This is an optimization exercise on Yosys and OpenROAD, whose aim is small area, not a production implementation.
Function was checked by simulation only, so behaviour that the tests miss may differ from the original.
Power is estimated from default activity; no workload was simulated.

--- flow/design.v ---
package rob_cfg_pkg;
  localparam int rob_depth       = 8;
  localparam int rob_index_width = 3;
  typedef logic [rob_index_width-1:0] rob_index_t;
  typedef logic [rob_index_width:0] rob_ptr_t;
endpackage
package rob_entry_pkg;
  localparam int addr_width     = 32;
  localparam int data_width     = 32;
  localparam int reg_addr_width = 5;
  localparam int exc_code_width = 5;
  typedef logic [addr_width-1:0]     addr_t;
  typedef logic [data_width-1:0]     data_t;
  typedef logic [reg_addr_width-1:0] reg_addr_t;
  typedef logic [exc_code_width-1:0] exc_code_t;
  localparam int entry_width = 2 + reg_addr_width + data_width + exc_code_width + addr_width;
  typedef struct packed {
    logic      done;
    logic      reg_write_en;
    reg_addr_t reg_addr;
    data_t     result;
    exc_code_t exc_code;
    addr_t     pc;
  } rob_entry_t;
endpackage
`timescale 1ns/1ps
module rob_ptr_ctrl (
  input  logic                    clk,
  input  logic                    rst,
  input  logic                    write_en,
  input  logic                    read_en,
  input  logic                    commit_en,
  input  logic                    update_en,
  input  logic                    erase_en,
  input  rob_cfg_pkg::rob_index_t update_addr,
  input  rob_cfg_pkg::rob_index_t erase_addr,
  output logic                    can_write,
  output logic                    can_read,
  output logic                    can_commit,
  output rob_cfg_pkg::rob_index_t issue_tag,
  output rob_cfg_pkg::rob_index_t commit_tag,
  output logic                    ptr_wr_en,
  output rob_cfg_pkg::rob_index_t ptr_wr_index,
  output rob_cfg_pkg::rob_index_t ptr_issue_index,
  output rob_cfg_pkg::rob_index_t ptr_commit_index,
  input  logic                    ptr_head_done
);
  localparam int iw = rob_cfg_pkg::rob_index_width;
  rob_cfg_pkg::rob_ptr_t head_ptr;
  rob_cfg_pkg::rob_ptr_t read_ptr;
  rob_cfg_pkg::rob_ptr_t tail_ptr;
  logic empty;
  logic full;
  logic do_alloc;
  logic do_read;
  logic do_commit;
  rob_cfg_pkg::rob_ptr_t read_next;
  rob_cfg_pkg::rob_ptr_t erase_tail;
  rob_cfg_pkg::rob_ptr_t erase_count;
  rob_cfg_pkg::rob_ptr_t read_dist;
  logic                  erase_wrap;
  logic                  pull_back;
  assign empty      = head_ptr == tail_ptr;
  assign full       = (head_ptr[iw-1:0] == tail_ptr[iw-1:0]) && (head_ptr[iw] != tail_ptr[iw]);
  assign can_write  = !full;
  assign can_read   = read_ptr != tail_ptr;
  assign can_commit = !empty && ptr_head_done;
  assign do_alloc  = write_en && can_write && !erase_en;
  assign do_read   = read_en && can_read;
  assign do_commit = commit_en && can_commit;
  assign ptr_wr_en    = do_alloc || update_en;
  assign ptr_wr_index = do_alloc ? tail_ptr[iw-1:0] : update_addr;
  assign ptr_issue_index  = read_ptr[iw-1:0];
  assign ptr_commit_index = head_ptr[iw-1:0];
  assign issue_tag        = read_ptr[iw-1:0];
  assign commit_tag       = head_ptr[iw-1:0];
  always_comb begin
    erase_wrap  = (erase_addr >= head_ptr[iw-1:0]) ? head_ptr[iw] : !head_ptr[iw];
    erase_tail  = {erase_wrap, erase_addr};
    erase_count = erase_tail - head_ptr;
    read_next   = read_ptr + rob_cfg_pkg::rob_ptr_t'(do_read);
    read_dist   = read_next - head_ptr;
    pull_back   = read_dist > erase_count;
  end
  always_ff @(posedge clk) begin
    if (!rst) begin
      head_ptr <= '0;
    end else if (do_commit) begin
      head_ptr <= head_ptr + 1'b1;
    end
  end
  always_ff @(posedge clk) begin
    if (!rst) begin
      read_ptr <= '0;
    end else if (erase_en && pull_back) begin
      read_ptr <= erase_tail;
    end else begin
      read_ptr <= read_next;
    end
  end
  always_ff @(posedge clk) begin
    if (!rst) begin
      tail_ptr <= '0;
    end else if (erase_en) begin
      tail_ptr <= erase_tail;
    end else if (do_alloc) begin
      tail_ptr <= tail_ptr + 1'b1;
    end
  end
endmodule
`timescale 1ns/1ps
module rob_entry_array (
  input  logic                      clk,
  input  logic                      rst,
  input  rob_entry_pkg::rob_entry_t wr_data,
  output rob_entry_pkg::rob_entry_t issue_entry,
  output rob_entry_pkg::rob_entry_t commit_entry,
  input  logic                      ptr_wr_en,
  input  rob_cfg_pkg::rob_index_t   ptr_wr_index,
  input  rob_cfg_pkg::rob_index_t   ptr_issue_index,
  input  rob_cfg_pkg::rob_index_t   ptr_commit_index,
  output logic                      ptr_head_done
);
  logic [rob_entry_pkg::entry_width-1:0] entries [0:rob_cfg_pkg::rob_depth-1];
  always_ff @(posedge clk) begin
    if (!rst) begin
      for (int i = 0; i < rob_cfg_pkg::rob_depth; i++) begin
        entries[i] <= '0;
      end
    end else if (ptr_wr_en) begin
      entries[ptr_wr_index] <= wr_data;
    end
  end
  assign issue_entry  = entries[ptr_issue_index];
  assign commit_entry = entries[ptr_commit_index];
  assign ptr_head_done = commit_entry.done;
endmodule
`timescale 1ns/1ps
module rob_top (
  input  logic                     clk,
  input  logic                     rst,
  input  logic                     write_en,
  input  logic                     read_en,
  input  logic                     update_en,
  input  logic                     commit_en,
  input  logic                     erase_en,
  input  rob_cfg_pkg::rob_index_t  update_addr,
  input  rob_cfg_pkg::rob_index_t  erase_addr,
  input  logic                     in_done,
  input  logic                     in_reg_write_en,
  input  rob_entry_pkg::reg_addr_t in_reg_addr,
  input  rob_entry_pkg::data_t     in_result,
  input  rob_entry_pkg::exc_code_t in_exc_code,
  input  rob_entry_pkg::addr_t     in_pc,
  output logic                     can_write,
  output logic                     can_read,
  output logic                     can_commit,
  output rob_cfg_pkg::rob_index_t  issue_tag,
  output rob_entry_pkg::addr_t     issue_pc,
  output rob_entry_pkg::exc_code_t issue_exc_code,
  output rob_cfg_pkg::rob_index_t  commit_tag,
  output logic                     commit_reg_write_en,
  output rob_entry_pkg::reg_addr_t commit_reg_addr,
  output rob_entry_pkg::data_t     commit_result,
  output rob_entry_pkg::exc_code_t commit_exc_code,
  output rob_entry_pkg::addr_t     commit_pc
);
  rob_entry_pkg::rob_entry_t wr_data;
  rob_entry_pkg::rob_entry_t issue_entry;
  rob_entry_pkg::rob_entry_t commit_entry;
  logic                    ptr_wr_en;
  rob_cfg_pkg::rob_index_t ptr_wr_index;
  rob_cfg_pkg::rob_index_t ptr_issue_index;
  rob_cfg_pkg::rob_index_t ptr_commit_index;
  logic                    ptr_head_done;
  assign wr_data.done         = in_done;
  assign wr_data.reg_write_en = in_reg_write_en;
  assign wr_data.reg_addr     = in_reg_addr;
  assign wr_data.result       = in_result;
  assign wr_data.exc_code     = in_exc_code;
  assign wr_data.pc           = in_pc;
  rob_ptr_ctrl u_ptr_ctrl (
    .clk         (clk),
    .rst         (rst),
    .write_en    (write_en),
    .read_en     (read_en),
    .commit_en   (commit_en),
    .update_en   (update_en),
    .erase_en    (erase_en),
    .update_addr (update_addr),
    .erase_addr  (erase_addr),
    .can_write   (can_write),
    .can_read    (can_read),
    .can_commit  (can_commit),
    .issue_tag   (issue_tag),
    .commit_tag  (commit_tag),
    .ptr_wr_en        (ptr_wr_en),
    .ptr_wr_index     (ptr_wr_index),
    .ptr_issue_index  (ptr_issue_index),
    .ptr_commit_index (ptr_commit_index),
    .ptr_head_done    (ptr_head_done)
  );
  rob_entry_array u_entry_array (
    .clk          (clk),
    .rst          (rst),
    .wr_data      (wr_data),
    .issue_entry  (issue_entry),
    .commit_entry (commit_entry),
    .ptr_wr_en        (ptr_wr_en),
    .ptr_wr_index     (ptr_wr_index),
    .ptr_issue_index  (ptr_issue_index),
    .ptr_commit_index (ptr_commit_index),
    .ptr_head_done    (ptr_head_done)
  );
  assign issue_pc       = issue_entry.pc;
  assign issue_exc_code = issue_entry.exc_code;
  assign commit_reg_write_en = commit_entry.reg_write_en;
  assign commit_reg_addr     = commit_entry.reg_addr;
  assign commit_result       = commit_entry.result;
  assign commit_exc_code     = commit_entry.exc_code;
  assign commit_pc           = commit_entry.pc;
endmodule
--- flow/run.sh ---
#!/bin/bash
# synth_recipe.tcl (not shown) runs the flow's synth.tcl, then flattens the netlist and writes it again
# the make line also repeats each setting of config.mk as NAME=value (left out here)
make -C /OpenROAD-flow-scripts/flow DESIGN_CONFIG=/design/flow/config.mk WORK_HOME=/design/flow/orfs CLKGATE_MAP_FILE= SYNTH_SCRIPT=/design/flow/synth_recipe.tcl finish
--- flow/config.mk ---
export PLATFORM = sky130hd
export DESIGN_NAME = rob_top
export DESIGN_NICKNAME = rob_top
export VERILOG_FILES = /design/flow/design.v
export SDC_FILE = /design/flow/constraint.sdc
export NUM_CORES = 4
export LEC_CHECK = 0
export CAP_MARGIN = 20
export CORE_MARGIN = 2
export CORE_UTILIZATION = 40
export PLACE_DENSITY = 0.6
export SLEW_MARGIN = 20
--- flow/constraint.sdc ---
create_clock -name core_clock -period 5.0 [get_ports {clk}]
set_input_delay 1.0000 -clock core_clock [delete_from_list [all_inputs] [get_ports {clk}]]
set_output_delay 1.0000 -clock core_clock [all_outputs]
set_load 0.01 [all_outputs]
==> results of run 1 <==
[worst min path at each step]
stage                                                    from        to  slack, ps  depth (start not counted)
after global placement    u_ptr_ctrl.head_ptr[2]$_SDFFE_PN0P_  register        570                          2
final                     u_ptr_ctrl.head_ptr[2]$_SDFFE_PN0P_  register        590                          2
after global routing      u_ptr_ctrl.head_ptr[2]$_SDFFE_PN0P_  register        630                          2
after detailed placement  u_ptr_ctrl.head_ptr[2]$_SDFFE_PN0P_  register        570                          2
after CTS                 u_ptr_ctrl.head_ptr[2]$_SDFFE_PN0P_  register        590                          2
after floorplan           u_ptr_ctrl.head_ptr[2]$_SDFFE_PN0P_  register        500                          2
[critical path, delay by kind of cell, from the launching register on]
kind | cells | cell delay, ps
buffers and inverters | 2 | 1040
DFF | 1 | 880
muxes | 2 | 830
[metrics by stage]
stage	cell area (um^2)	setup TNS (ps)
5_1_grt	36100	0
3_5_place_dp	34000	0
4_1_cts	36100	0
2_1_floorplan	30500	-110430
6_report	36200	0
3_3_place_gp	34000	0
[cells by family after synthesis]
kind of cell | share of synthesized area [%]
and+or+nand+nor | 13.8
DFF | 60.9
muxes | 21.3
buffers and inverters | 2.04
AOI/OAI and AO/OA | 0.653
xor gates and xnor gates | 0.575
adders and majority gates | 0.706
[power by group through the flow]
stage	Clock, mW	Combinational, mW	Sequential, mW
floorplan	0	1.85	6.28
CTS	5.02	3.11	6.25
global placement	0	3.09	6.34
detailed placement	0	3.09	6.36
global route	5.21	3.26	6.28
finish	4.91	3.05	6.25
[routing by layer]
| layer | share of wire (%) | routed length [um] |
|---|---|---|
| met1 | 42 | 35200 |
| met2 | 49 | 41400 |
| met3 | 6.7 | 5640 |
| met4 | 1.6 | 1360 |
| met5 | 0.15 | 129 |
[registers in the layout, indices dropped and copies added, names as in the netlist, named ones only]
signal                 flops
u_ptr_ctrl.tail_ptr        4
u_ptr_ctrl.head_ptr        4
u_ptr_ctrl.read_ptr        4
u_entry_array.entries    608
[cell usage after synthesis (all sizes together) (2+ instances only)]
master  number  area, um^2
and2       609        3810
edfxtp     608       18300
mux4       224        5040
mux2       112        1260
clkbuf      92         345
buf         50         240
mux2i       18         180
nand2       18        67.6
dfxtp       15         300
nand3       15        87.6
nor2        15        56.3
ha          14         175
inv         10        37.5
xnor2       10        87.6
xor2        10        87.6
nor2b        8        50.1
o311ai       7        61.3
a21oi        6        30.0
nand2b       4        25.0
nand3b       4        30.0
nand4        4        25.0
o21ai        4        20.0
a211oi       2        15.0
fa           2        40.0
nor4bb       2        20.0
o41ai        2        25.0
[cell type report]
class | instances | area share [%]
antenna | 4 | 0.0277
timing repair buffer | 255 | 7.29
inverter | 10 | 0.104
tap | 978 | 3.38
clock buffer | 94 | 5.12
clock inverter | 29 | 0.786
multi-input combinational | 1102 | 31.9
sequential | 623 | 51.4
==> flow_summary.html, run 1 <==
<table>
<tr><th>Metric</th><th>Value</th></tr>
<tr><th colspan="2">Outcome</th></tr>
<tr><td>Run status</td><td>no timing/DRC/antenna violations</td></tr>
<tr><th colspan="2">Logic synthesis</th></tr>
<tr><td>Count of distinct cell types in the synthesized netlist</td><td>42</td></tr>
<tr><td>Cell area after synthesis</td><td>0.0305 mm^2</td></tr>
<tr><td>Post-synth EDFFs</td><td>608</td></tr>
<tr><td>Synthesized instance count</td><td>1877</td></tr>
<tr><td>Proportion of synthesized chip area in sequential cells</td><td>60.9%</td></tr>
<tr><td>Register bit count reported by yosys</td><td>623</td></tr>
<tr><td>Async set or reset register ratio after synthesis</td><td>0%</td></tr>
<tr><td>Warning count from the yosys run</td><td>2</td></tr>
<tr><td>Commonest register cell after synthesis</td><td>edfxtp_1</td></tr>
<tr><td>Post-synthesis area per instance</td><td>16.2 um^2</td></tr>
<tr><td>Syn_nets</td><td>1982</td></tr>
<tr><th colspan="2">Global routing</th></tr>
<tr><td>Met1 routing resource usage after global routing</td><td>28.6%</td></tr>
<tr><td>GRT busiest layer</td><td>met2</td></tr>
<tr><td>Overflow left after global routing</td><td>0</td></tr>
<tr><td>Vias in the first global route</td><td>18376</td></tr>
<tr><td>Met3 Use GR</td><td>4.92%</td></tr>
<tr><td>Total Routing Usage GR</td><td>21.7%</td></tr>
<tr><td>Number of antenna violations at the first check in global routing</td><td>14</td></tr>
<tr><td>Met2 usage in global routing</td><td>36.3%</td></tr>
<tr><td>Global-route wire length before repair</td><td>123000 um</td></tr>
<tr><td>Largest net degree at the start of global routing</td><td>77</td></tr>
<tr><th colspan="2">STA</th></tr>
<tr><td>RSZ-0062 raised after global routing</td><td>no</td></tr>
<tr><td>Finish-stage setup viols</td><td>0</td></tr>
<tr><td>Fmax</td><td>227 MHz</td></tr>
<tr><td>Smallest hold slack</td><td>587 ps</td></tr>
<tr><td>Total count of hold-check failures in the final report</td><td>0</td></tr>
<tr><td>Period utilisation layout</td><td>87.9%</td></tr>
<tr><td>Post-Route Skew</td><td>24.5 ps</td></tr>
<tr><td>Fin crit period</td><td>4400 ps</td></tr>
<tr><td>Final slew viol count</td><td>0</td></tr>
<tr><td>Slew at the pin with the worst max-slew slack</td><td>1020 ps</td></tr>
<tr><td>Minimum setup slack in the final design</td><td>604 ps</td></tr>
<tr><td>Headroom to the max-slew limit</td><td>32.1%</td></tr>
<tr><th colspan="2">Drt</th></tr>
<tr><td>Final routed wire length divided by cell count</td><td>27.1 um</td></tr>
<tr><td>Number of design-rule violations left by the first detailed-router iteration</td><td>1290</td></tr>
<tr><td>Number of iterations in the first detailed-routing pass</td><td>5</td></tr>
<tr><td>Average via count per standard cell</td><td>5.53</td></tr>
<tr><td>Post-route DRC violation count</td><td>0</td></tr>
<tr><td>Count of vias placed by the detailed router</td><td>17130</td></tr>
<tr><td>Sum of routed wire length over all layers</td><td>83700 um</td></tr>
<tr><td>Antenna Violating Nets Remaining</td><td>0</td></tr>
<tr><th colspan="2">Placed design</th></tr>
<tr><td>Post-placement worst setup slack</td><td>886 ps</td></tr>
<tr><td>Total half-perimeter wirelength after legalization and detailed placement</td><td>45100 um</td></tr>
<tr><td>Routability congestion estimate</td><td>0.762</td></tr>
<tr><td>Port Buffers</td><td>209</td></tr>
<tr><td>Cell count after placement</td><td>2968</td></tr>
<tr><th colspan="2">Final layout</th></tr>
<tr><td>Area growth from synthesis to layout</td><td>18.6%</td></tr>
<tr><td>NumNets Final</td><td>2166</td></tr>
<tr><td>Multi-input logic area</td><td>0.0115 mm^2</td></tr>
<tr><td>Footprint of the flip-flops and latches</td><td>0.0186 mm^2</td></tr>
<tr><td>Fraction of layout cells with a size suffix above 1</td><td>23.6%</td></tr>
<tr><td>Final design utilization</td><td>47.8%</td></tr>
<tr><td>Count of filler cells inserted in the layout</td><td>6391</td></tr>
<tr><td>Highest-count cells in the layout ignoring fill and taps</td><td>609 x and2_1, 608 x edfxtp_1, 224 x mux4_2</td></tr>
<tr><td>Layout Cells excl Fill</td><td>3095</td></tr>
<tr><td>Most common cell after layout, fill and taps aside</td><td>and2_1</td></tr>
<tr><th colspan="2">Setup path</th></tr>
<tr><td>R2r endpoint</td><td>u_ptr_ctrl.read_ptr[0]$_SDFF_PN0_</td></tr>
<tr><td>Endpoint of the worst setup timing path</td><td>commit_result[31]</td></tr>
<tr><td>Kind of start point of the critical path</td><td>register</td></tr>
<tr><td>Length in cells of the worst reg-to-reg path</td><td>15</td></tr>
<tr><td>Slowest-stage cell, CP</td><td>dfxtp_4</td></tr>
<tr><td>Worst EP arrival</td><td>3400 ps</td></tr>
<tr><td>Required time of the critical path</td><td>4000 ps</td></tr>
<tr><td>Worst Setup End Kind</td><td>output port</td></tr>
<tr><td>Reg-to-reg startpoint</td><td>u_ptr_ctrl.tail_ptr[2]$_SDFFE_PN0P_</td></tr>
<tr><td>Stage delay of the slowest cell on the critical path</td><td>880 ps</td></tr>
<tr><td>Register-to-register path setup slack</td><td>1080 ps</td></tr>
<tr><td>Worst path cell trace</td><td>buf_4, mux4_2, mux2_2, clkdlybuf4s50_1</td></tr>
<tr><td>Setup Crit Path Kind</td><td>register to output port</td></tr>
<tr><td>Max Fanout on Critical Path</td><td>37</td></tr>
<tr><th colspan="2">Floorplanning</th></tr>
<tr><td>Floorplan die area</td><td>0.0784 mm^2</td></tr>
<tr><td>Die height</td><td>280 um</td></tr>
<tr><td>Placeable core region</td><td>0.0757 mm^2</td></tr>
<tr><td>Total number of placement rows</td><td>101</td></tr>
<tr><td>I/O pins</td><td>210</td></tr>
<tr><td>Initial core utilization</td><td>40.3%</td></tr>
<tr><td>Horiz. Die Dim</td><td>280 um</td></tr>
<tr><th colspan="2">CTS</th></tr>
<tr><td>Number of buffers added to fix hold violations after cts</td><td>0</td></tr>
<tr><td>CTS buffer count</td><td>69</td></tr>
<tr><td>Skew-Pair Late Insertion Delay</td><td>600 ps</td></tr>
<tr><td>Number of gates given a new drive strength after cts</td><td>0</td></tr>
<tr><td>H-tree Lvls</td><td>3</td></tr>
<tr><td>Clock sinks</td><td>623</td></tr>
<tr><td>Clock tree from TritonCTS</td><td>built</td></tr>
<tr><td>Post-CTS clock slew at the launch and capture registers of the worst setup and hold paths</td><td>60 ps</td></tr>
<tr><td>Total setup buffers inserted after CTS</td><td>0</td></tr>
<tr><td>Clock buffer depth</td><td>3</td></tr>
<tr><td>Cell chosen for the clock root</td><td>clkbuf_16</td></tr>
<tr><th colspan="2">Power and ir drop</th></tr>
<tr><td>Power, Total</td><td>14.2 mW</td></tr>
<tr><td>PwrDens</td><td>393 mW/mm^2</td></tr>
<tr><td>Power share of the clock group</td><td>34.5%</td></tr>
<tr><td>Internal power</td><td>10.5 mW</td></tr>
<tr><td>Sequential share of power</td><td>44.0%</td></tr>
<tr><td>Maximum vdd drop</td><td>0.262 mV</td></tr>
<tr><td>Static leakage</td><td>12.7 nW</td></tr>
<tr><td>Switching part of the total power</td><td>25.9%</td></tr>
<tr><td>Combinational power share</td><td>21.5%</td></tr>
<tr><td>Switching Power</td><td>3.68 mW</td></tr>
<tr><th colspan="2">Job</th></tr>
<tr><td>Max-cap violations</td><td>0</td></tr>
<tr><th colspan="2">Min path</th></tr>
<tr><td>Min-Delay Path Class</td><td>register to register</td></tr>
</table>
==> run 2: changes to the inputs <==
--- a/flow/design.v
+++ b/flow/design.v
@@ -41,8 +41,8 @@
   output rob_cfg_pkg::rob_index_t commit_tag,
   output logic                    ptr_wr_en,
   output rob_cfg_pkg::rob_index_t ptr_wr_index,
-  output rob_cfg_pkg::rob_index_t ptr_issue_index,
-  output rob_cfg_pkg::rob_index_t ptr_commit_index,
+  output logic [rob_cfg_pkg::rob_depth-1:0] ptr_issue_sel,
+  output logic [rob_cfg_pkg::rob_depth-1:0] ptr_commit_sel,
   input  logic                    ptr_head_done
 );
   localparam int iw = rob_cfg_pkg::rob_index_width;
@@ -70,8 +70,6 @@
   assign do_commit = commit_en && can_commit;
   assign ptr_wr_en    = do_alloc || update_en;
   assign ptr_wr_index = do_alloc ? tail_ptr[iw-1:0] : update_addr;
-  assign ptr_issue_index  = read_ptr[iw-1:0];
-  assign ptr_commit_index = head_ptr[iw-1:0];
   assign issue_tag        = read_ptr[iw-1:0];
   assign commit_tag       = head_ptr[iw-1:0];
   always_comb begin
@@ -81,6 +79,23 @@
     read_next   = read_ptr + rob_cfg_pkg::rob_ptr_t'(do_read);
     read_dist   = read_next - head_ptr;
     pull_back   = read_dist > erase_count;
+  end
+  rob_cfg_pkg::rob_ptr_t head_new;
+  rob_cfg_pkg::rob_ptr_t read_new;
+  always_comb begin
+    head_new = do_commit ? head_ptr + 1'b1 : head_ptr;
+    read_new = (erase_en && pull_back) ? erase_tail : read_next;
+  end
+  always_ff @(posedge clk) begin
+    for (int i = 0; i < rob_cfg_pkg::rob_depth; i++) begin
+      if (!rst) begin
+        ptr_commit_sel[i] <= (i == 0);
+        ptr_issue_sel[i]  <= (i == 0);
+      end else begin
+        ptr_commit_sel[i] <= (head_new[iw-1:0] == i[iw-1:0]);
+        ptr_issue_sel[i]  <= (read_new[iw-1:0] == i[iw-1:0]);
+      end
+    end
   end
   always_ff @(posedge clk) begin
     if (!rst) begin
@@ -117,22 +132,34 @@
   output rob_entry_pkg::rob_entry_t commit_entry,
   input  logic                      ptr_wr_en,
   input  rob_cfg_pkg::rob_index_t   ptr_wr_index,
-  input  rob_cfg_pkg::rob_index_t   ptr_issue_index,
-  input  rob_cfg_pkg::rob_index_t   ptr_commit_index,
+  input  logic [rob_cfg_pkg::rob_depth-1:0] ptr_issue_sel,
+  input  logic [rob_cfg_pkg::rob_depth-1:0] ptr_commit_sel,
   output logic                      ptr_head_done
 );
-  logic [rob_entry_pkg::entry_width-1:0] entries [0:rob_cfg_pkg::rob_depth-1];
-  always_ff @(posedge clk) begin
-    if (!rst) begin
-      for (int i = 0; i < rob_cfg_pkg::rob_depth; i++) begin
-        entries[i] <= '0;
-      end
-    end else if (ptr_wr_en) begin
-      entries[ptr_wr_index] <= wr_data;
-    end
-  end
-  assign issue_entry  = entries[ptr_issue_index];
-  assign commit_entry = entries[ptr_commit_index];
+  localparam int depth = rob_cfg_pkg::rob_depth;
+  localparam int ew    = rob_entry_pkg::entry_width;
+  logic [depth-1:0][ew-1:0] entries;
+  logic [depth-1:0] wr_sel;
+  logic [depth-1:0] wr_hold;
+  always_comb begin
+    for (int i = 0; i < depth; i++) begin
+      wr_sel[i]  = ptr_wr_en && (ptr_wr_index == i[2:0]);
+      wr_hold[i] = !ptr_wr_en || (ptr_wr_index != i[2:0]);
+    end
+  end
+  always_ff @(posedge clk) begin
+    for (int i = 0; i < depth; i++) begin
+      entries[i] <= (wr_data & {ew{wr_sel[i]}}) | (entries[i] & {ew{wr_hold[i]}});
+    end
+  end
+  always_comb begin
+    issue_entry  = '0;
+    commit_entry = '0;
+    for (int i = 0; i < depth; i++) begin
+      issue_entry  = issue_entry  | (entries[i] & {ew{ptr_issue_sel[i]}});
+      commit_entry = commit_entry | (entries[i] & {ew{ptr_commit_sel[i]}});
+    end
+  end
   assign ptr_head_done = commit_entry.done;
 endmodule
 `timescale 1ns/1ps
@@ -170,8 +197,8 @@
   rob_entry_pkg::rob_entry_t commit_entry;
   logic                    ptr_wr_en;
   rob_cfg_pkg::rob_index_t ptr_wr_index;
-  rob_cfg_pkg::rob_index_t ptr_issue_index;
-  rob_cfg_pkg::rob_index_t ptr_commit_index;
+  logic [rob_cfg_pkg::rob_depth-1:0] ptr_issue_sel;
+  logic [rob_cfg_pkg::rob_depth-1:0] ptr_commit_sel;
   logic                    ptr_head_done;
   assign wr_data.done         = in_done;
   assign wr_data.reg_write_en = in_reg_write_en;
@@ -196,8 +223,8 @@
     .commit_tag  (commit_tag),
     .ptr_wr_en        (ptr_wr_en),
     .ptr_wr_index     (ptr_wr_index),
-    .ptr_issue_index  (ptr_issue_index),
-    .ptr_commit_index (ptr_commit_index),
+    .ptr_issue_sel    (ptr_issue_sel),
+    .ptr_commit_sel   (ptr_commit_sel),
     .ptr_head_done    (ptr_head_done)
   );
   rob_entry_array u_entry_array (
@@ -208,8 +235,8 @@
     .commit_entry (commit_entry),
     .ptr_wr_en        (ptr_wr_en),
     .ptr_wr_index     (ptr_wr_index),
-    .ptr_issue_index  (ptr_issue_index),
-    .ptr_commit_index (ptr_commit_index),
+    .ptr_issue_sel    (ptr_issue_sel),
+    .ptr_commit_sel   (ptr_commit_sel),
     .ptr_head_done    (ptr_head_done)
   );
   assign issue_pc       = issue_entry.pc;
==> flow/flow/run.sh (new file) <==
#!/bin/bash
# standard layout, with ports buffered by the smallest buffer
export BUFFER_PORTS_ARGS="-buffer_cell sky130_fd_sc_hd__buf_1"
bash standard.sh > standard.log 2>&1
==> flow/standard.sh (new file) <==
#!/bin/bash
# synth_recipe.tcl (not shown) runs the flow's synth.tcl, then flattens the netlist and writes it again
# the make line also repeats each setting of config.mk as NAME=value (left out here)
make -C /OpenROAD-flow-scripts/flow DESIGN_CONFIG=/design/flow/config.mk WORK_HOME=/design/flow/orfs CLKGATE_MAP_FILE= SYNTH_SCRIPT=/design/flow/synth_recipe.tcl "${@:-finish}"
--- a/flow/config.mk
+++ b/flow/config.mk
@@ -8,5 +8,6 @@
 export CAP_MARGIN = 20
 export CORE_MARGIN = 2
 export CORE_UTILIZATION = 40
+export CTS_BUF_LIST = sky130_fd_sc_hd__clkbuf_4 sky130_fd_sc_hd__clkbuf_8
 export PLACE_DENSITY = 0.6
 export SLEW_MARGIN = 20
removed: flow/run.sh
==> run 2 against run 1 <==
Effect of this change: synthesized area down 19%; total power shrank 8.5%; wire length shrank 14%; first-iteration DRC count is 19% higher; largest cell class unchanged; still clean on timing, DRC and antenna; die area fell by 19%; synthesized cell count shrank 21%; cell area shrank 21%; worst setup slack gained 160 ps.
==> flow_summary.html, run 2 <==
<table>
<tr><th>Metric</th><th>Value</th></tr>
<tr><th colspan="2">Power and ir drop</th></tr>
<tr><td>Maximum vdd drop</td><td>0.329 mV</td></tr>
<tr><td>Switching Power</td><td>3.69 mW</td></tr>
<tr><td>Power, Total</td><td>13.0 mW</td></tr>
<tr><td>Static leakage</td><td>8.73 nW</td></tr>
<tr><td>Sequential share of power</td><td>48.9%</td></tr>
<tr><td>Internal power</td><td>9.32 mW</td></tr>
<tr><td>Power share of the clock group</td><td>35.0%</td></tr>
<tr><td>Combinational power share</td><td>16.1%</td></tr>
<tr><td>Switching part of the total power</td><td>28.3%</td></tr>
<tr><td>PwrDens</td><td>455 mW/mm^2</td></tr>
<tr><th colspan="2">Floorplanning</th></tr>
<tr><td>Die height</td><td>252 um</td></tr>
<tr><td>Floorplan die area</td><td>0.0635 mm^2</td></tr>
<tr><td>Initial core utilization</td><td>40.6%</td></tr>
<tr><td>I/O pins</td><td>210</td></tr>
<tr><td>Horiz. Die Dim</td><td>252 um</td></tr>
<tr><td>Total number of placement rows</td><td>90</td></tr>
<tr><td>Placeable core region</td><td>0.0606 mm^2</td></tr>
<tr><th colspan="2">Setup path</th></tr>
<tr><td>Required time of the critical path</td><td>5600 ps</td></tr>
<tr><td>Worst EP arrival</td><td>4830 ps</td></tr>
<tr><td>Setup Crit Path Kind</td><td>register to register</td></tr>
<tr><td>Kind of start point of the critical path</td><td>register</td></tr>
<tr><td>Max Fanout on Critical Path</td><td>11</td></tr>
<tr><td>Worst Setup End Kind</td><td>register</td></tr>
<tr><th colspan="2">Logic synthesis</th></tr>
<tr><td>Warning count from the yosys run</td><td>2</td></tr>
<tr><td>Synthesized instance count</td><td>1477</td></tr>
<tr><td>Commonest register cell after synthesis</td><td>edfxtp_1</td></tr>
<tr><td>Register bit count reported by yosys</td><td>636</td></tr>
<tr><td>Top post-synthesis cells by count</td><td>608 x edfxtp_1, 452 x a22oi_1, 116 x nand4_1, 62 x clkbuf_1, 36 x buf_1</td></tr>
<tr><td>Cell area after synthesis</td><td>0.0246 mm^2</td></tr>
<tr><td>Async set or reset register ratio after synthesis</td><td>0%</td></tr>
<tr><td>Proportion of synthesized chip area in sequential cells</td><td>76.5%</td></tr>
<tr><td>Largest area contributor in the synthesized netlist</td><td>edfxtp_1</td></tr>
<tr><td>Most instantiated library cell after synthesis</td><td>edfxtp_1</td></tr>
<tr><td>Syn_nets</td><td>1582</td></tr>
<tr><td>Cell types occupying the most area after synthesis</td><td>edfxtp_1 74%, a22oi_1 14%, nand4_1 2.9%</td></tr>
<tr><td>Fraction of post-synthesis cell area in the top cell type by area</td><td>74.2%</td></tr>
<tr><td>Count of distinct cell types in the synthesized netlist</td><td>50</td></tr>
<tr><td>Post-synthesis area per instance</td><td>16.7 um^2</td></tr>
<tr><td>Post-synth EDFFs</td><td>608</td></tr>
<tr><th colspan="2">Placed design</th></tr>
<tr><td>Total half-perimeter wirelength after legalization and detailed placement</td><td>37700 um</td></tr>
<tr><td>Port Buffers</td><td>209</td></tr>
<tr><td>Post-placement worst setup slack</td><td>668 ps</td></tr>
<tr><td>Routability congestion estimate</td><td>0.810</td></tr>
<tr><th colspan="2">Drt</th></tr>
<tr><td>Average via count per standard cell</td><td>6.18</td></tr>
<tr><td>Post-route DRC violation count</td><td>0</td></tr>
<tr><td>Count of vias placed by the detailed router</td><td>15982</td></tr>
<tr><td>Number of iterations in the first detailed-routing pass</td><td>6</td></tr>
<tr><td>Antenna Violating Nets Remaining</td><td>0</td></tr>
<tr><td>Number of design-rule violations left by the first detailed-router iteration</td><td>1532</td></tr>
<tr><td>Final routed wire length divided by cell count</td><td>27.8 um</td></tr>
<tr><td>Sum of routed wire length over all layers</td><td>71900 um</td></tr>
<tr><th colspan="2">Global routing</th></tr>
<tr><td>Global-route wire length before repair</td><td>103000 um</td></tr>
<tr><td>Overflow left after global routing</td><td>0</td></tr>
<tr><td>Total Routing Usage GR</td><td>22.1%</td></tr>
<tr><td>Number of antenna violations at the first check in global routing</td><td>7</td></tr>
<tr><td>Vias in the first global route</td><td>16181</td></tr>
<tr><td>Largest net degree at the start of global routing</td><td>77</td></tr>
<tr><th colspan="2">CTS</th></tr>
<tr><td>Skew-Pair Late Insertion Delay</td><td>700 ps</td></tr>
<tr><td>Number of gates given a new drive strength after cts</td><td>0</td></tr>
<tr><td>CTS buffer count</td><td>104</td></tr>
<tr><td>Post-CTS clock slew at the launch and capture registers of the worst setup and hold paths</td><td>60 ps</td></tr>
<tr><td>Number of buffers added to fix hold violations after cts</td><td>0</td></tr>
<tr><td>Total setup buffers inserted after CTS</td><td>0</td></tr>
<tr><td>Clock buffer depth</td><td>3</td></tr>
<tr><td>Clock sinks</td><td>636</td></tr>
<tr><td>H-tree Lvls</td><td>3</td></tr>
<tr><td>Cell chosen for the clock root</td><td>clkbuf_8</td></tr>
<tr><td>Clock tree from TritonCTS</td><td>built</td></tr>
<tr><th colspan="2">Final layout</th></tr>
<tr><td>Footprint of the flip-flops and latches</td><td>0.0189 mm^2</td></tr>
<tr><td>Fraction of layout cells with a size suffix above 1</td><td>13.0%</td></tr>
<tr><td>NumNets Final</td><td>1822</td></tr>
<tr><td>Multi-input logic area</td><td>0.00540 mm^2</td></tr>
<tr><td>Count of filler cells inserted in the layout</td><td>5225</td></tr>
<tr><td>Highest-count cells in the layout ignoring fill and taps</td><td>608 x edfxtp_1, 452 x a22oi_1, 209 x buf_1</td></tr>
<tr><td>Most common cell after layout, fill and taps aside</td><td>edfxtp_1</td></tr>
<tr><td>Final design utilization</td><td>47.1%</td></tr>
<tr><td>Area growth from synthesis to layout</td><td>16.1%</td></tr>
<tr><th colspan="2">STA</th></tr>
<tr><td>Final slew viol count</td><td>0</td></tr>
<tr><td>Post-Route Skew</td><td>34.7 ps</td></tr>
<tr><td>Slew at the pin with the worst max-slew slack</td><td>1220 ps</td></tr>
<tr><td>Fin crit period</td><td>4230 ps</td></tr>
<tr><td>Minimum setup slack in the final design</td><td>767 ps</td></tr>
<tr><td>Fmax</td><td>236 MHz</td></tr>
<tr><td>Period utilisation layout</td><td>84.7%</td></tr>
<tr><td>Finish-stage setup viols</td><td>0</td></tr>
<tr><td>Total count of hold-check failures in the final report</td><td>0</td></tr>
<tr><td>Headroom to the max-slew limit</td><td>18.9%</td></tr>
<tr><td>Smallest hold slack</td><td>601 ps</td></tr>
<tr><td>RSZ-0062 raised after global routing</td><td>no</td></tr>
<tr><td>Post-Route Setup TNS</td><td>0 ps</td></tr>
<tr><th colspan="2">Min path</th></tr>
<tr><td>Min-Delay Path Class</td><td>register to register</td></tr>
<tr><th colspan="2">Job</th></tr>
<tr><td>Max-cap violations</td><td>0</td></tr>
<tr><th colspan="2">Outcome</th></tr>
<tr><td>Run status</td><td>no timing/DRC/antenna violations</td></tr>
</table>
-- run 2: layout make-up --
type,instances,share of cell area (%)
Tap cell,782,3.43
Timing Repair Buffer,242,4.02
Inverter,17,0.223
Multi-Input combinational cell,716,18.9
Clock buffer,138,5.99
Clock inverter,50,1.35
Antenna cell,4,0.0350
Sequential cell,636,66.0
-- run 2: per-layer routing --
layer  part of all wire, %  GRT usage (%)
met5                 0.053              0
met4                   2.6           8.40
met3                   8.9           4.94
met2                    48           35.3
met1                    41           29.4
-- run 2: power groups by stage --
stage               clock [mW]  sequential [mW]  combinational, mW
finish                    4.56             6.36               2.09
global route              4.87             6.37               2.26
CTS                       4.64             6.34               2.11
detailed placement           0             6.45               2.10
global placement             0             6.44               2.06
floorplan                    0             6.26               1.35
-- run 2: worst max-delay path, cell delays in order (launching register included) --
cell and delay, ps:
dfxtp_1 600, xnor2_1 170, nand4_1 130, and2_1 180
ha_1 200, ha_1 200, xor2_1 350, ha_1 340
a21oi_1 170, xnor2_1 140, ha_1 280, nand4_1 100
nand2_1 70, a21oi_2 490, mux2i_1 440, nor3b_1 270
-- run 2: cell families after synthesis --
| kind of cell | synth area share (%) |
|---|---|
| adder cells (fa/ha/maj) | 0.875 |
| AND/OR/NAND/NOR | 4.46 |
| flip-flops | 76.5 |
| buffers and inverters | 2.15 |
| AO/OA/AOI/OAI | 14.8 |
| XOR/XNOR | 0.671 |
| multiplexers | 0.544 |
-- run 2: final timing paths --
path	start	to	slack (ps)	depth (start not counted)
setup / recovery	u_ptr_ctrl.tail_ptr[0]$_SDFFE_PN0P_	u_ptr_ctrl.ptr_issue_sel[1]$_SDFF_PN0_	770	15
hold / removal	u_ptr_ctrl.head_ptr[3]$_SDFFE_PN0P_	u_ptr_ctrl.head_ptr[3]$_SDFFE_PN0P_	600	2
hold reg to reg	u_ptr_ctrl.head_ptr[3]$_SDFFE_PN0P_	u_ptr_ctrl.head_ptr[3]$_SDFFE_PN0P_	600	2
setup reg to reg	u_ptr_ctrl.tail_ptr[0]$_SDFFE_PN0P_	u_ptr_ctrl.ptr_issue_sel[1]$_SDFF_PN0_	770	15
-- run 2: stage by stage --
step,instances,instance area (um^2)
6_report,2585,28600
5_1_grt,2583,28600
4_1_cts,2581,28500
3_5_place_dp,2393,26500
3_3_place_gp,2392,26400
2_1_floorplan,1477,24700
==> run 3: changes to the inputs <==
==> flow/run.sh (new file) <==
#!/bin/bash
# synth_recipe.tcl (not shown) runs the flow's synth.tcl, then flattens the netlist and writes it again
# the make line also repeats each setting of config.mk as NAME=value (left out here)
make -C /OpenROAD-flow-scripts/flow DESIGN_CONFIG=/design/flow/config.mk WORK_HOME=/design/flow/orfs CLKGATE_MAP_FILE= SYNTH_SCRIPT=/design/flow/synth_recipe.tcl finish
--- a/flow/config.mk
+++ b/flow/config.mk
@@ -8,6 +8,5 @@
 export CAP_MARGIN = 20
 export CORE_MARGIN = 2
 export CORE_UTILIZATION = 40
-export CTS_BUF_LIST = sky130_fd_sc_hd__clkbuf_4 sky130_fd_sc_hd__clkbuf_8
 export PLACE_DENSITY = 0.6
 export SLEW_MARGIN = 20
removed: flow/flow/run.sh
removed: flow/standard.sh
==> run 3 against run 2 <==
Effect of this change: first-iteration DRC count up 16%; non-clock buffer count down 2; flip-flop and latch count unchanged; critical path type unchanged; register-to-register slack better by 80 ps; worst setup slack better by 82 ps; largest cell class unchanged; global-route usage up 0.24 points; total power up 7.3%; clock-buffer cell count down 49; sequential power up 0.9%; clock skew down 10 ps; combinational power up about 20%; cell count down 2.9%.
==> flow_summary.html, run 3 <==
<table>
<tr><th>Metric</th><th>Value</th></tr>
<tr><th colspan="2">Outcome</th></tr>
<tr><td>Run status</td><td>no timing/DRC/antenna violations</td></tr>
<tr><th colspan="2">STA</th></tr>
<tr><td>Total count of hold-check failures in the final report</td><td>0</td></tr>
<tr><td>Post-Route Setup TNS</td><td>0 ps</td></tr>
<tr><td>Slew at the pin with the worst max-slew slack</td><td>1020 ps</td></tr>
<tr><td>Finish-stage setup viols</td><td>0</td></tr>
<tr><td>RSZ-0062 raised after global routing</td><td>no</td></tr>
<tr><td>Period utilisation layout</td><td>83.0%</td></tr>
<tr><td>Fmax</td><td>241 MHz</td></tr>
<tr><td>Fin crit period</td><td>4150 ps</td></tr>
<tr><td>Final slew viol count</td><td>0</td></tr>
<tr><td>Headroom to the max-slew limit</td><td>31.8%</td></tr>
<tr><td>Post-Route Skew</td><td>24.6 ps</td></tr>
<tr><th colspan="2">Floorplanning</th></tr>
<tr><td>Floorplan die area</td><td>0.0635 mm^2</td></tr>
<tr><td>Total number of placement rows</td><td>90</td></tr>
<tr><td>Horiz. Die Dim</td><td>252 um</td></tr>
<tr><td>Initial core utilization</td><td>40.6%</td></tr>
<tr><td>Placeable core region</td><td>0.0606 mm^2</td></tr>
<tr><td>I/O pins</td><td>210</td></tr>
<tr><td>Die height</td><td>252 um</td></tr>
<tr><th colspan="2">Setup path</th></tr>
<tr><td>Max Fanout on Critical Path</td><td>11</td></tr>
<tr><td>Worst Setup End Kind</td><td>register</td></tr>
<tr><td>Register-to-register path setup slack</td><td>850 ps</td></tr>
<tr><td>Kind of start point of the critical path</td><td>register</td></tr>
<tr><td>Endpoint of the worst setup timing path</td><td>u_ptr_ctrl.ptr_issue_sel[1]$_SDFF_PN0_</td></tr>
<tr><td>Length in cells of the worst reg-to-reg path</td><td>15</td></tr>
<tr><td>Setup Crit Path Kind</td><td>register to register</td></tr>
<tr><td>Reg-to-reg startpoint</td><td>u_ptr_ctrl.tail_ptr[0]$_SDFFE_PN0P_</td></tr>
<tr><td>CP startpoint</td><td>u_ptr_ctrl.tail_ptr[0]$_SDFFE_PN0P_</td></tr>
<tr><td>Required time of the critical path</td><td>5500 ps</td></tr>
<tr><td>R2r endpoint</td><td>u_ptr_ctrl.ptr_issue_sel[1]$_SDFF_PN0_</td></tr>
<tr><td>Worst EP arrival</td><td>4650 ps</td></tr>
<tr><th colspan="2">Final layout</th></tr>
<tr><td>Layout Cells excl Fill</td><td>2511</td></tr>
<tr><td>Final design utilization</td><td>49.5%</td></tr>
<tr><td>Most common cell after layout, fill and taps aside</td><td>edfxtp_1</td></tr>
<tr><td>Count of filler cells inserted in the layout</td><td>4962</td></tr>
<tr><td>NumNets Final</td><td>1784</td></tr>
<tr><td>Highest-count cells in the layout ignoring fill and taps</td><td>608 x edfxtp_1, 452 x a22oi_1, 209 x clkdlybuf4s50_1</td></tr>
<tr><td>Fraction of layout cells with a size suffix above 1</td><td>9.44%</td></tr>
<tr><td>Area growth from synthesis to layout</td><td>21.8%</td></tr>
<tr><td>Footprint of the flip-flops and latches</td><td>0.0189 mm^2</td></tr>
<tr><td>Multi-input logic area</td><td>0.00540 mm^2</td></tr>
<tr><th colspan="2">CTS</th></tr>
<tr><td>Number of buffers added to fix hold violations after cts</td><td>0</td></tr>
<tr><td>Post-CTS clock slew at the launch and capture registers of the worst setup and hold paths</td><td>60 ps</td></tr>
<tr><td>CTS buffer count</td><td>68</td></tr>
<tr><td>Clock sinks</td><td>636</td></tr>
<tr><td>Cell chosen for the clock root</td><td>clkbuf_16</td></tr>
<tr><td>Clock buffer depth</td><td>3</td></tr>
<tr><td>H-tree Lvls</td><td>3</td></tr>
<tr><td>Clock tree from TritonCTS</td><td>built</td></tr>
<tr><td>Total setup buffers inserted after CTS</td><td>0</td></tr>
<tr><td>Number of gates given a new drive strength after cts</td><td>0</td></tr>
<tr><td>Skew-Pair Late Insertion Delay</td><td>600 ps</td></tr>
<tr><th colspan="2">Logic synthesis</th></tr>
<tr><td>Proportion of synthesized chip area in sequential cells</td><td>76.5%</td></tr>
<tr><td>Post-synthesis area per instance</td><td>16.7 um^2</td></tr>
<tr><td>Most instantiated library cell after synthesis</td><td>edfxtp_1</td></tr>
<tr><td>Fraction of post-synthesis cell area in the top cell type by area</td><td>74.2%</td></tr>
<tr><td>Warning count from the yosys run</td><td>2</td></tr>
<tr><td>Largest area contributor in the synthesized netlist</td><td>edfxtp_1</td></tr>
<tr><td>Async set or reset register ratio after synthesis</td><td>0%</td></tr>
<tr><td>Cell area after synthesis</td><td>0.0246 mm^2</td></tr>
<tr><td>Commonest register cell after synthesis</td><td>edfxtp_1</td></tr>
<tr><td>Synthesized instance count</td><td>1477</td></tr>
<tr><td>Register bit count reported by yosys</td><td>636</td></tr>
<tr><td>Syn_nets</td><td>1582</td></tr>
<tr><td>Post-synth EDFFs</td><td>608</td></tr>
<tr><td>Top post-synthesis cells by count</td><td>608 x edfxtp_1, 452 x a22oi_1, 116 x nand4_1, 62 x clkbuf_1, 36 x buf_1</td></tr>
<tr><td>Count of distinct cell types in the synthesized netlist</td><td>50</td></tr>
<tr><td>Cell types occupying the most area after synthesis</td><td>edfxtp_1 74%, a22oi_1 14%, nand4_1 2.9%</td></tr>
<tr><th colspan="2">Drt</th></tr>
<tr><td>Average via count per standard cell</td><td>6.23</td></tr>
<tr><td>Number of design-rule violations left by the first detailed-router iteration</td><td>1778</td></tr>
<tr><td>Post-route DRC violation count</td><td>0</td></tr>
<tr><td>Sum of routed wire length over all layers</td><td>71600 um</td></tr>
<tr><td>Number of iterations in the first detailed-routing pass</td><td>6</td></tr>
<tr><td>Count of vias placed by the detailed router</td><td>15632</td></tr>
<tr><td>Antenna Violating Nets Remaining</td><td>0</td></tr>
<tr><td>Final routed wire length divided by cell count</td><td>28.5 um</td></tr>
<tr><th colspan="2">Min path</th></tr>
<tr><td>Min-Delay Path Class</td><td>register to register</td></tr>
<tr><td>Hold Path Depth</td><td>2</td></tr>
<tr><th colspan="2">Placed design</th></tr>
<tr><td>Cell count after placement</td><td>2391</td></tr>
<tr><td>Total half-perimeter wirelength after legalization and detailed placement</td><td>36600 um</td></tr>
<tr><td>Routability congestion estimate</td><td>0.799</td></tr>
<tr><td>Port Buffers</td><td>209</td></tr>
<tr><th colspan="2">Power and ir drop</th></tr>
<tr><td>PwrDens</td><td>466 mW/mm^2</td></tr>
<tr><td>Maximum vdd drop</td><td>0.242 mV</td></tr>
<tr><td>Static leakage</td><td>9.27 nW</td></tr>
<tr><td>Power, Total</td><td>14.0 mW</td></tr>
<tr><th colspan="2">Global routing</th></tr>
<tr><td>Total Routing Usage GR</td><td>22.3%</td></tr>
<tr><td>Number of antenna violations at the first check in global routing</td><td>10</td></tr>
<tr><td>Global-route wire length before repair</td><td>104000 um</td></tr>
<tr><td>Overflow left after global routing</td><td>0</td></tr>
<tr><td>Vias in the first global route</td><td>16076</td></tr>
<tr><td>Largest net degree at the start of global routing</td><td>77</td></tr>
<tr><th colspan="2">Job</th></tr>
<tr><td>Max-cap violations</td><td>0</td></tr>
</table>
-- run 3: how the worst min path moves through the flow --
stage                                        start                                  end  slack, ps
2_1_floorplan  u_ptr_ctrl.head_ptr[3]$_SDFFE_PN0P_  u_ptr_ctrl.head_ptr[3]$_SDFFE_PN0P_        510
3_3_place_gp   u_ptr_ctrl.head_ptr[3]$_SDFFE_PN0P_  u_ptr_ctrl.head_ptr[3]$_SDFFE_PN0P_        570
3_5_place_dp   u_ptr_ctrl.head_ptr[3]$_SDFFE_PN0P_  u_ptr_ctrl.head_ptr[3]$_SDFFE_PN0P_        580
4_1_cts        u_ptr_ctrl.head_ptr[3]$_SDFFE_PN0P_  u_ptr_ctrl.head_ptr[3]$_SDFFE_PN0P_        590
5_1_grt        u_ptr_ctrl.head_ptr[3]$_SDFFE_PN0P_  u_ptr_ctrl.head_ptr[3]$_SDFFE_PN0P_        630
6_report       u_ptr_ctrl.head_ptr[3]$_SDFFE_PN0P_  u_ptr_ctrl.head_ptr[3]$_SDFFE_PN0P_        610
-- run 3: report_power, final --
group          internal [mW]  switching (mW)  total [mW]  leakage [nW]
Combinational           1.18            1.33        2.51          2.40
Clock                   3.05            1.97        5.02          1.09
Sequential              6.06           0.360        6.42          5.77
Total                   10.3            3.66        14.0          9.27
-- run 3: final cells by class --
type	count	share of cell area [%]
antenna	3	0.0250
multi-input combinational	716	18.0
inverter	17	0.213
sequential	636	62.9
timing repair buffer	240	8.13
tap	782	3.26
clock buffer	89	6.39
clock inverter	28	1.04
-- run 3: logic make-up (layout without fill, tap and decap cells) --
group / count (synthesis) / after routing / synth area share (%)
DFF: 636 / 636 / 76.5
AOI/OAI and AO/OA: 485 / 485 / 14.8
and+or+nand+nor: 184 / 184 / 4.46
buffers and inverters: 125 / 374 / 2.15
xor gates and xnor gates: 18 / 18 / 0.671
adders and majority gates: 16 / 16 / 0.875
muxes: 13 / 13 / 0.544
other: 0 / 3 / 0
-- run 3: metal layers --
layer	GRT usage, %	wire length, um	share of wire (%)
met1	29.9	29000	40
met2	35.7	34200	48
met3	4.64	6210	8.7
met4	9.03	2200	3.1
met5	0	76	0.11
-- run 3: stage by stage --
stage                     area (um^2)  hold slack (ps)  setup slack (ps)
after global placement          27700              574               489
after global routing            30000              630               430
after floorplan                 24700              508             -1200
after detailed placement        27700              578               384
final                           30000              606               849
after CTS                       30000              592               813
-- run 3: worst max-delay path, cell delays in order (launching register included) --
cell,delay [ps]
dfxtp_1,600
xnor2_1,170
nand4_1,140
and2_1,190
ha_1,190
ha_1,190
xor2_1,310
ha_1,320
a21oi_1,180
xnor2_1,140
ha_1,280
nand4_1,110
nand2_1,70
a21oi_2,470
mux2i_1,430
nor3b_1,250

==> port drivers added, routing unchanged <==
No port has a modelled driver above. Below, the same layouts with a new extraction and two added sets of constraints. Step 1 assumes that a clkbuf_16 drives the clock port and a buf_2 every other input. Step 2 also shifts input and output timing later by t, the mid clock arrival at the registers, as if the neighbouring blocks saw the same clock. a / b / c = no drivers / after step 1 / after step 2; a / b = the first two.
| run | t, ns | setup WS [ns] | worst hold slack (ns) | worst setup path after step 2 |
|---|---|---|---|---|
| run 1 | 0.655 | 0.604 / 0.544 / 0.758 | 0.587 / 0.587 / 0.587 | input to register |
| run 2 | 0.742 | 0.767 / 0.767 / 0.636 | 0.601 / 0.601 / 0.601 | input to register |
| run 3 | 0.649 | 0.849 / 0.849 / 0.399 | 0.606 / 0.606 / 0.606 | input to register |
After both steps setup and hold are still met in every run listed. For run 3, which loses most, drivers alone change the setup slack by 0.000 ns; drivers and shift together by -0.450 ns.
